Context: an optimization exercise on an open-source flow, tuned for small area, a short achievable clock period and few clock cycles. The choices shown serve that exercise and are no tape-out recipe.
Where RTL was checked, it was by simulation tests only, not by an equivalence proof against the original.
No activity file was given, so power comes from the tool's default toggle rates.

==> flow/design.v <==
`timescale 1ns/1ps
`default_nettype none
package event_sched_pkg;
    localparam int ADDR_W     = 16;
    localparam int COORD_W    = 8;
    localparam int ROW_STRIDE = 256;
    parameter int HALF_WIN    = 2;
    parameter int QUEUE_DEPTH = 16;
    function automatic logic lt8(input logic [7:0] a, input logic [7:0] b);
        logic r;
        r = 1'b0;
        for (int i = 0; i < 8; i++) r = (~a[i] & b[i]) | (~a[i] & r) | (b[i] & r);
        lt8 = r;
    endfunction
    function automatic logic lt16(input logic [15:0] a, input logic [15:0] b);
        logic r;
        r = 1'b0;
        for (int i = 0; i < 16; i++) r = (~a[i] & b[i]) | (~a[i] & r) | (b[i] & r);
        lt16 = r;
    endfunction
endpackage
`default_nettype wire
`timescale 1ns/1ps
`default_nettype none
module todo_lane (
    input  logic       seg_vld,
    input  logic [7:0] seg_top,
    input  logic [7:0] seg_lo,
    input  logic [7:0] seg_hi,
    input  logic [8:0] row,
    input  logic [7:0] col,
    input  logic [7:0] col_inc,
    output logic       act,
    output logic       cont,
    output logic       cov1,
    output logic       later
);
    logic [9:0] d;      
    logic       ge0, le3, le4, eqm1;
    assign d    = {row[8], row} - {2'b00, seg_top};
    assign ge0  = !d[9];
    assign le4  = ge0 && (d[8:0] <= 9'd4);
    assign le3  = ge0 && (d[8:0] <= 9'd3);
    assign eqm1 = (d == 10'h3ff);
    assign act   = seg_vld && le4 && event_sched_pkg::lt8(col, seg_hi);
    assign cont  = act && !event_sched_pkg::lt8(col_inc, seg_lo);
    assign cov1  = seg_vld && (le3 || eqm1);
    assign later = seg_vld && d[9] && !eqm1;
endmodule
`default_nettype wire
`timescale 1ns/1ps
`default_nettype none
module window_picker #(
    parameter int N = 5
) (
    input  logic [N-1:0]   mask,
    input  logic [N*N-1:0] ord,
    output logic [N-1:0]   pick
);
    always_comb begin
        for (int i = 0; i < N; i++) begin
            pick[i] = mask[i];
            for (int j = 0; j < N; j++) begin
                if (j != i && mask[j] && !ord[i*N+j]) pick[i] = 1'b0;
            end
        end
    end
endmodule
`default_nettype wire
`timescale 1ns/1ps
`default_nettype none
module sched_ctrl (
    input  logic [7:0] ev_top,
    input  logic [7:0] ev_lo,
    input  logic       cur_vld,
    input  logic [7:0] cur_top,
    input  logic [7:0] cur_hc,
    output logic       fresh,
    output logic       merge
);
    assign fresh = !cur_vld || event_sched_pkg::lt16({cur_top, cur_hc}, {ev_top, ev_lo});
    assign merge = cur_vld && (ev_top == cur_top)
                   && !event_sched_pkg::lt8(cur_hc + 8'd5, ev_lo);
endmodule
`default_nettype wire
`timescale 1ns/1ps
`default_nettype none
module event_sched_top #(
    parameter int NS = 3
) (
    input  logic        clk,
    input  logic        rst_n,
    input  logic [15:0] event_addr,
    input  logic        event_valid,
    output logic        event_ready,
    output logic [15:0] window_addr,
    output logic        window_valid,
    input  logic        window_ready
);
    localparam int N = NS + 1;
    logic [N-1:0]  seg_vld;
    logic [7:0]    seg_top [N];
    logic [7:0]    seg_lo  [N];
    logic [7:0]    seg_hi  [N];
    logic [NS-1:0] lo_le [NS];
    logic          multi;    
    logic          rdy;      
    logic          fresh_q, merge_q;    
    logic [15:0]   pos;      
    logic          wv;
    logic          first;    
    logic          fresh, merge;
    logic          room, consume, open_seg;
    logic [NS-1:0] alloc;
    assign event_ready  = rdy;
    assign window_valid = wv;
    assign window_addr  = pos;
    logic [7:0]    ev_top, ev_lo;    
    assign ev_top = event_addr[15:8] - 8'd2;
    assign ev_lo  = event_addr[7:0] - 8'd2;
    sched_ctrl sched_ctrl_inst (
        .ev_top(ev_top),
        .ev_lo(ev_lo),
        .cur_vld(seg_vld[NS]),
        .cur_top(seg_top[NS]),
        .cur_hc(seg_hi[NS]),
        .fresh(fresh),
        .merge(merge)
    );
    assign room     = !seg_vld[NS] || !(&seg_vld[NS-1:0]);
    assign consume  = rdy;
    assign open_seg = rdy && fresh_q && !merge_q;
    always_comb begin
        alloc = '0;
        for (int s = NS - 1; s >= 0; s--) begin
            if (!seg_vld[s]) alloc = NS'(1) << s;
        end
        if (!(open_seg && seg_vld[NS])) alloc = '0;
    end
    logic [8:0]   R;         
    logic [7:0]   C, R1, C1;
    logic [N-1:0] act, cont, cov1, later;
    logic [N*N-1:0] lo_before;
    logic [N-1:0] pick_in, pick_c1;
    logic [7:0]   ht, hc;
    logic         lo_early;
    assign R  = {first, pos[15:8] | {8{first}}};
    assign C  = pos[7:0];
    assign R1 = R[7:0] + 8'd1;
    assign C1 = C + 8'd1;
    for (genvar s = 0; s < NS; s++) begin : g_seg
        todo_lane todo_lane_inst (
            .seg_vld(seg_vld[s]),
            .seg_top(seg_top[s]),
            .seg_lo(seg_lo[s]),
            .seg_hi(seg_hi[s]),
            .row(R),
            .col(C),
            .col_inc(C1),
            .act(act[s]),
            .cont(cont[s]),
            .cov1(cov1[s]),
            .later(later[s])
        );
    end
    assign ht = seg_top[NS];
    assign hc = seg_hi[NS];
    logic       r_eq, r1_eq, r_lt, r1_lt, c1_lt;
    logic [9:0] dr;    
    assign dr    = {R[8], R} - {2'b00, ht};
    assign r_eq  = (dr == 10'd0);
    assign r1_eq = (dr == 10'h3ff);
    assign r_lt  = dr[9];
    assign r1_lt = dr[9] && !r1_eq;
    assign c1_lt = event_sched_pkg::lt8(C1, hc);
    assign act[NS]   = seg_vld[NS] && r_eq && c1_lt;
    assign cont[NS]  = act[NS] && !event_sched_pkg::lt8(C1, seg_lo[NS]);
    assign cov1[NS]  = seg_vld[NS] && r1_eq;
    assign later[NS] = seg_vld[NS] && r1_lt;
    assign lo_early = multi;
    logic [NS-1:0] cur_first;
    always_comb begin
        for (int j = 0; j < NS; j++) begin
            cur_first[j] = !event_sched_pkg::lt8(seg_lo[j], seg_lo[NS]);
        end
    end
    always_comb begin
        for (int i = 0; i < N; i++) begin
            for (int j = 0; j < N; j++) begin
                if (i == NS)      lo_before[i*N+j] = (j == NS) ? 1'b0 : cur_first[j];
                else if (j == NS) lo_before[i*N+j] = !cur_first[i];
                else if (i < j)   lo_before[i*N+j] = lo_le[i][j];
                else              lo_before[i*N+j] = !lo_le[j][i];
            end
        end
    end
    window_picker #(.N(N)) pick_in_inst (.mask(act),   .ord(lo_before),  .pick(pick_in));
    window_picker #(.N(N)) pick_c1_inst (.mask(cov1),  .ord(lo_before),  .pick(pick_c1));
    logic        any_act, any_cont, any_c1, any_l;
    logic [7:0]  lo_in, lo_c1;
    logic        early_in, early_c1;
    logic        due;
    logic [15:0] nxt;
    logic        free;     
    logic        skip;     
    assign any_act  = |act;
    assign any_cont = |cont;
    assign any_c1   = |cov1;
    assign any_l    = |later;
    always_comb begin
        lo_in = '0; lo_c1 = '0;
        for (int s = 0; s < N; s++) begin
            lo_in    = lo_in    | ({8{pick_in[s]}} & seg_lo[s]);
            lo_c1    = lo_c1    | ({8{pick_c1[s]}} & seg_lo[s]);
        end
    end
    assign early_in = act[NS] && (!pick_in[NS] || lo_early);
    assign early_c1 = !pick_c1[NS] || lo_early;
    always_comb begin
        if (any_act) begin
            nxt = {R[7:0], any_cont ? C1 : lo_in};
            due = r_lt || (r_eq && (any_cont ? c1_lt : early_in));
        end else if (any_c1) begin
            nxt = {R1, lo_c1};
            due = r1_lt || (r1_eq && early_c1);
        end else begin
            nxt = {R1, 8'hff};
            due = 1'b0;
        end
    end
    assign free = !wv || window_ready;
    assign skip = !any_act && !any_c1 && any_l;
    always_ff @(posedge clk) begin
        fresh_q <= fresh;
        merge_q <= merge;
        for (int s = 0; s < NS; s++) begin
            if (alloc[s]) begin
                seg_top[s] <= seg_top[NS];
                seg_lo[s]  <= seg_lo[NS];
                seg_hi[s]  <= seg_hi[NS] + 8'd4;
                for (int j = 0; j < NS; j++) begin
                    if (j < s) lo_le[j][s] <= !cur_first[j];
                    if (j > s) lo_le[s][j] <= cur_first[j];
                end
            end
        end
        if (open_seg) begin
            seg_top[NS] <= ev_top;
            seg_lo[NS]  <= ev_lo;
            multi       <= 1'b0;
        end else if (consume && fresh_q) begin
            multi       <= 1'b1;
        end
        if (consume && fresh_q) begin
            seg_hi[NS] <= ev_lo;
        end
        if (free && (due || skip)) begin
            pos <= nxt;
        end
    end
    always_ff @(posedge clk or negedge rst_n) begin
        if (!rst_n) begin
            seg_vld <= '0;
            rdy     <= 1'b0;
            wv      <= 1'b0;
            first   <= 1'b1;
        end else begin
            seg_vld[NS-1:0] <= (seg_vld[NS-1:0] & (act[NS-1:0] | cov1[NS-1:0] | later[NS-1:0]))
                               | alloc;
            if (open_seg) seg_vld[NS] <= 1'b1;
            rdy <= event_valid && !rdy && (!fresh || merge || room);
            if (free) begin
                wv <= due;
                if (due || skip) first <= 1'b0;
            end
        end
    end
endmodule
`default_nettype wire
Settings: LEC_CHECK=0, ABC_AREA=1, CAP_MARGIN=20, CORE_MARGIN=2, CORE_UTILIZATION=40, CTS_BUF_LIST=sky130_fd_sc_hd__clkbuf_8, SETUP_SLACK_MARGIN=0.5, SLEW_MARGIN=20; clock period 14.5 ns.
standard.sh (not shown) runs the stock make flow with config.mk's settings and CLKGATE_MAP_FILE= SYNTH_SCRIPT=/design/flow/synth_recipe.tcl, a recipe that flattens the netlist after the stock synthesis.
==> flow/flow/run.sh <==
#!/bin/bash
# The standard layout, with faster port buffers than the default choice, a
# clock tree without dummy loads, and timing repair aiming well past the
# clock period's needs.
set -euo pipefail
export BUFFER_PORTS_ARGS="-buffer_cell sky130_fd_sc_hd__buf_4"
export CTS_ARGS="-sink_clustering_enable -repair_clock_nets -buf_list sky130_fd_sc_hd__clkbuf_8 -dont_use_dummy_load"
bash standard.sh SETUP_SLACK_MARGIN=10.4 finish > standard_flow.log 2>&1
Rerun with:
--- a/flow/design.v
+++ b/flow/design.v
@@ -100,39 +100,37 @@
     localparam int N = NS + 1;
     logic [N-1:0]  seg_vld;
     logic [7:0]    seg_top [N];
     logic [7:0]    seg_lo  [N];
     logic [7:0]    seg_hi  [N];
     logic [NS-1:0] lo_le [NS];
+    logic [7:0]    ev_top;   
+    logic [7:0]    ev_lo;
     logic          multi;    
     logic          rdy;      
-    logic          fresh_q, merge_q;    
     logic [15:0]   pos;      
     logic          wv;
     logic          first;    
     logic          fresh, merge;
     logic          room, consume, open_seg;
     logic [NS-1:0] alloc;
     assign event_ready  = rdy;
     assign window_valid = wv;
     assign window_addr  = pos;
-    logic [7:0]    ev_top, ev_lo;    
-    assign ev_top = event_addr[15:8] - 8'd2;
-    assign ev_lo  = event_addr[7:0] - 8'd2;
     sched_ctrl sched_ctrl_inst (
         .ev_top(ev_top),
         .ev_lo(ev_lo),
         .cur_vld(seg_vld[NS]),
         .cur_top(seg_top[NS]),
         .cur_hc(seg_hi[NS]),
         .fresh(fresh),
         .merge(merge)
     );
     assign room     = !seg_vld[NS] || !(&seg_vld[NS-1:0]);
-    assign consume  = rdy;
-    assign open_seg = rdy && fresh_q && !merge_q;
+    assign consume  = !rdy && (!fresh || merge || room);
+    assign open_seg = !rdy && fresh && !merge && room;
     always_comb begin
         alloc = '0;
         for (int s = NS - 1; s >= 0; s--) begin
             if (!seg_vld[s]) alloc = NS'(1) << s;
         end
         if (!(open_seg && seg_vld[NS])) alloc = '0;
@@ -228,14 +226,16 @@
             due = 1'b0;
         end
     end
     assign free = !wv || window_ready;
     assign skip = !any_act && !any_c1 && any_l;
     always_ff @(posedge clk) begin
-        fresh_q <= fresh;
-        merge_q <= merge;
+        if (rdy && event_valid) begin
+            ev_top <= event_addr[15:8] - 8'd2;
+            ev_lo  <= event_addr[7:0] - 8'd2;
+        end
         for (int s = 0; s < NS; s++) begin
             if (alloc[s]) begin
                 seg_top[s] <= seg_top[NS];
                 seg_lo[s]  <= seg_lo[NS];
                 seg_hi[s]  <= seg_hi[NS] + 8'd4;
                 for (int j = 0; j < NS; j++) begin
@@ -245,33 +245,33 @@
             end
         end
         if (open_seg) begin
             seg_top[NS] <= ev_top;
             seg_lo[NS]  <= ev_lo;
             multi       <= 1'b0;
-        end else if (consume && fresh_q) begin
+        end else if (consume && fresh) begin
             multi       <= 1'b1;
         end
-        if (consume && fresh_q) begin
+        if (consume && fresh) begin
             seg_hi[NS] <= ev_lo;
         end
         if (free && (due || skip)) begin
             pos <= nxt;
         end
     end
     always_ff @(posedge clk or negedge rst_n) begin
         if (!rst_n) begin
             seg_vld <= '0;
-            rdy     <= 1'b0;
+            rdy     <= 1'b1;
             wv      <= 1'b0;
             first   <= 1'b1;
         end else begin
             seg_vld[NS-1:0] <= (seg_vld[NS-1:0] & (act[NS-1:0] | cov1[NS-1:0] | later[NS-1:0]))
                                | alloc;
             if (open_seg) seg_vld[NS] <= 1'b1;
-            rdy <= event_valid && !rdy && (!fresh || merge || room);
+            rdy <= rdy ? !event_valid : consume;
             if (free) begin
                 wv <= due;
                 if (due || skip) first <= 1'b0;
             end
         end
     end
Sequential cell count rose by 14.
Clock power went up by about 2%.
Combinational power is lower by 5.5%.
Register-to-register slack gets worse by 0.06 ns.
Total power goes up by 0.37%.
Testbench counts after the change, summed over its fixed seeds: cycles 16,698.
No functional check of the RTL was part of the first run of this note.

-- re-timing with driven ports --
The flow's constraints put no driver on any port. The routed layouts listed below were extracted and timed again, unchanged, in two steps. Step 1 sets driving cells, clkbuf_16 on the clock port and buf_2 on the other inputs (assumed; they add their load-dependent delay and slew). Step 2 also shifts input and output timing later by t, the mid clock arrival at the registers, as if the neighbouring blocks saw the same clock. Slacks: ideal / step 1 / step 2; pairs: ideal / step 1.
run	shift t [ns]	setup WS [ns]	worst hold slack (ns)	latest minus earliest clock arrival (ns)	worst slew at a driven data input, ns
the first run	0.487	10.011 / 10.002 / 9.515	0.501 / 0.501 / 0.501	0.034 / 0.034	0.06
the second run	0.474	10.440 / 10.400 / 10.568	0.472 / 0.472 / 0.472	0.024 / 0.024	0.03
After both steps setup and hold are still met in every run listed. The setup slack of the first run, which loses most, moves by -0.009 ns with the drivers and by -0.496 ns with both steps.
